This design comes from an exercise in tuning for small area, a short achievable clock period and few clock cycles on the open sky130 flow, not from production work. Where RTL was checked, it was by simulation tests only, not by an equivalence proof against the original.

## oak
// fft_top
module fft_top (
  input  logic        clk,
  input  logic        reset,
  input  logic        load,
  input  logic [63:0] load_data,  
  input  logic        start,
  output logic        done,
  input  logic [2:0]  rd_addr,
  output logic [31:0] rd_data     
);
For scale: about 3400 cells after synthesis, ~300 flip-flops, about 100 I/O pins, about 35000 sq um of cells after synthesis.
export LEC_CHECK = 0
export CAP_MARGIN = 20
export CORE_MARGIN = 2
export CORE_UTILIZATION = 40
export SETUP_SLACK_MARGIN = 2.5
export SLEW_MARGIN = 20
create_clock -name core_clock -period 6.5 [get_ports {clk}]
run.sh (not shown) runs the stock make flow with config.mk's settings and CLKGATE_MAP_FILE= SYNTH_SCRIPT=/design/flow/synth_recipe.tcl, a recipe that flattens the netlist after the stock synthesis.
oak was carried through to the last stage, and its layout satisfied the timing, design-rule and antenna checks.
What pine does differently from oak at the input level:
- SETUP_SLACK_MARGIN changed from 2.5 to 3.2
From oak to pine the numbers moved as follows: sum of routed wire segments on met1 lost about 1.1%, worst slew slack as a fraction of its limit shrank by 12 points. pine: no failed stages, no open violations at the end. Reported for oak and pine, synthesized cell count turned out identical to the last digit. In pine, final net count is higher than in oak. NOTE: number of setup buffers added after CTS in pine exceeds that of oak.
Here is what was changed in the inputs of birch compared with pine.
- a deleted SETUP_SLACK_MARGIN that had been 3.2
[summary]
- birch vs. pine: register-to-register setup slack moved down; non-clock buffer instance count of the final layout moved down; cell area moved down.
- A top routing layer in use of met4 is what pine shows, while met5 belongs to birch.
- pine → birch: first-pass GRT wire length shrank by 8.7%.
- birch vs pine, final cell count went down by 370.
- On worst hold slack, birch and pine are basically level.
No run of this note included a check of the RTL's function; only the layout flow was run.

* * *

Setup of main:
Another version of the RTL of fft_top (not shown whole).
Size: ~100 I/O pins.
// fft_top
module fft_top (
  input  logic        clk,
  input  logic        reset,
  input  logic        load,
  input  logic [63:0] load_data,  
  input  logic        start,
  output logic        done,
  input  logic [2:0]  rd_addr,
  output logic [31:0] rd_data     
);
  logic [31:0] e0, e1, e2, e3, f0, f1, f2, f3;
  logic        tr5, ti5;  
  function automatic logic [31:0] cop(input logic [31:0] x, input logic [2:0] c);
    logic [15:0] opr, opi;
    opr = c[2] ? x[15:0] : x[31:16];
    opi = c[2] ? x[31:16] : x[15:0];
    cop = {opr ^ {16{c[1]}}, opi ^ {16{c[0]}}};
  endfunction
  logic k0, s13, n23, n12;
  logic ph;  
  always_ff @(posedge clk) begin
    if (reset) begin
      k0   <= 1'b1;
      s13  <= 1'b0;
      n23  <= 1'b0;
      n12  <= 1'b0;
      ph   <= 1'b0;
      done <= 1'b0;
    end else if (load) begin
      k0   <= s13 & n23;
      s13  <= k0 | (n23 & ~s13);
      n23  <= n12;
      n12  <= k0 | (s13 & n12);
      done <= 1'b0;
    end else if (start) begin
      k0   <= 1'b1;
      s13  <= 1'b0;
      n23  <= 1'b0;
      n12  <= 1'b0;
      ph   <= 1'b1;
    end else if (ph) begin
      ph   <= 1'b0;
      done <= 1'b1;
    end
  end
  logic [31:0] xh, xl;      
  logic [31:0] keep;
  logic [2:0]  c1, c2, c2f, c3;
  assign xh   = load_data[63:32];
  assign xl   = load_data[31:0];
  assign keep = {32{~(k0 & load)}};  
  assign c1  = {s13, n23, n12};
  assign c2  = {1'b0, s13, s13};
  assign c2f = {1'b1, s13, ~s13};
  assign c3  = {s13, n12, n23};
  logic [31:0] xhg, xlg;
  assign xhg = xh & {32{load}};
  ...
Settings: LEC_CHECK=0, CAP_MARGIN=20, CORE_MARGIN=2, CORE_UTILIZATION=40, GPL_ROUTABILITY_DRIVEN=0, SETUP_SLACK_MARGIN=2.3, SLEW_MARGIN=20, SYNTH_HIERARCHICAL=1, SYNTH_MINIMUM_KEEP_SIZE=0; clock period 6.5 ns.
standard.sh (not shown) runs the stock make flow with config.mk's settings and CLKGATE_MAP_FILE= SYNTH_SCRIPT=/design/flow/synth_recipe.tcl, a recipe that flattens the netlist after the stock synthesis.
==> flow/flow/run.sh <==
#!/bin/bash
# The standard layout, with plain buffers (not delay cells) on the ports.
set -euo pipefail
bash standard.sh BUFFER_PORTS_ARGS="-buffer_cell sky130_fd_sc_hd__buf_2" finish > standard.log 2>&1
main: flow completed, timing, DRC and antenna clean
Testbench counts of main, summed over its fixed seeds: cycles 5,384.
What the feature branch does differently from main at the input level:
Settings: CTS_BUF_LIST: unset -> sky130_fd_sc_hd__clkbuf_8; SETUP_SLACK_MARGIN: 2.3 -> 2.4; CTS_CLUSTER_SIZE: unset -> 30; GPL_ROUTABILITY_DRIVEN: 0 -> unset; CORE_UTILIZATION: 40 -> 50.
Compared with main, the feature branch shows a higher placement-stage worst setup slack.
main has lower worst-case register-to-register setup slack than the feature branch.
The feature branch vs main: clock period minus worst slack down in the feature branch
Compared to main, the feature branch has cell area 0.61% lower.
Going from main to the feature branch, first-pass GRT wire length shrank slightly.
Of main and the feature branch, the run reporting the higher count of placed standard cells including taps was main.
Between main and the feature branch, the flow reports sum of routed wire length over all layers decreasing slightly.
Compared with main, the feature branch shows a higher sequential share of layout area.

-- what the ideal ports hide --
In the flow no input, the clock included, has a driving cell. The finished layouts below were timed again as built, in two steps.
Step 1 assumes that a clkbuf_16 drives the clock port and a buf_2 every other input.
Step 2 also shifts input and output timing later by t, the mid clock arrival at the registers, as if the neighbouring blocks saw the same clock.
a / b / c = ideal ports / drivers / drivers and shift; a / b = the first two.
run	t (ns)	slack for setup (ns)	slew at the worst register clock pin (ns)	worst slew at a driven data input, ns
oak	0.647	1.999 / 1.858 / 1.211	0.07 / 0.07	0.25
pine	0.639	1.989 / 1.843 / 1.204	0.07 / 0.07	0.28
birch	0.643	0.904 / 0.890 / 0.247	0.06 / 0.06	0.17
main	0.625	2.413 / 2.223 / 1.598	0.07 / 0.07	0.26
the feature branch	0.718	2.477 / 2.313 / 1.595	0.07 / 0.07	0.27
After both steps setup and hold are still met in every run listed. The setup slack of the feature branch, which loses most, moves by -0.164 ns with the drivers and by -0.882 ns with both steps.
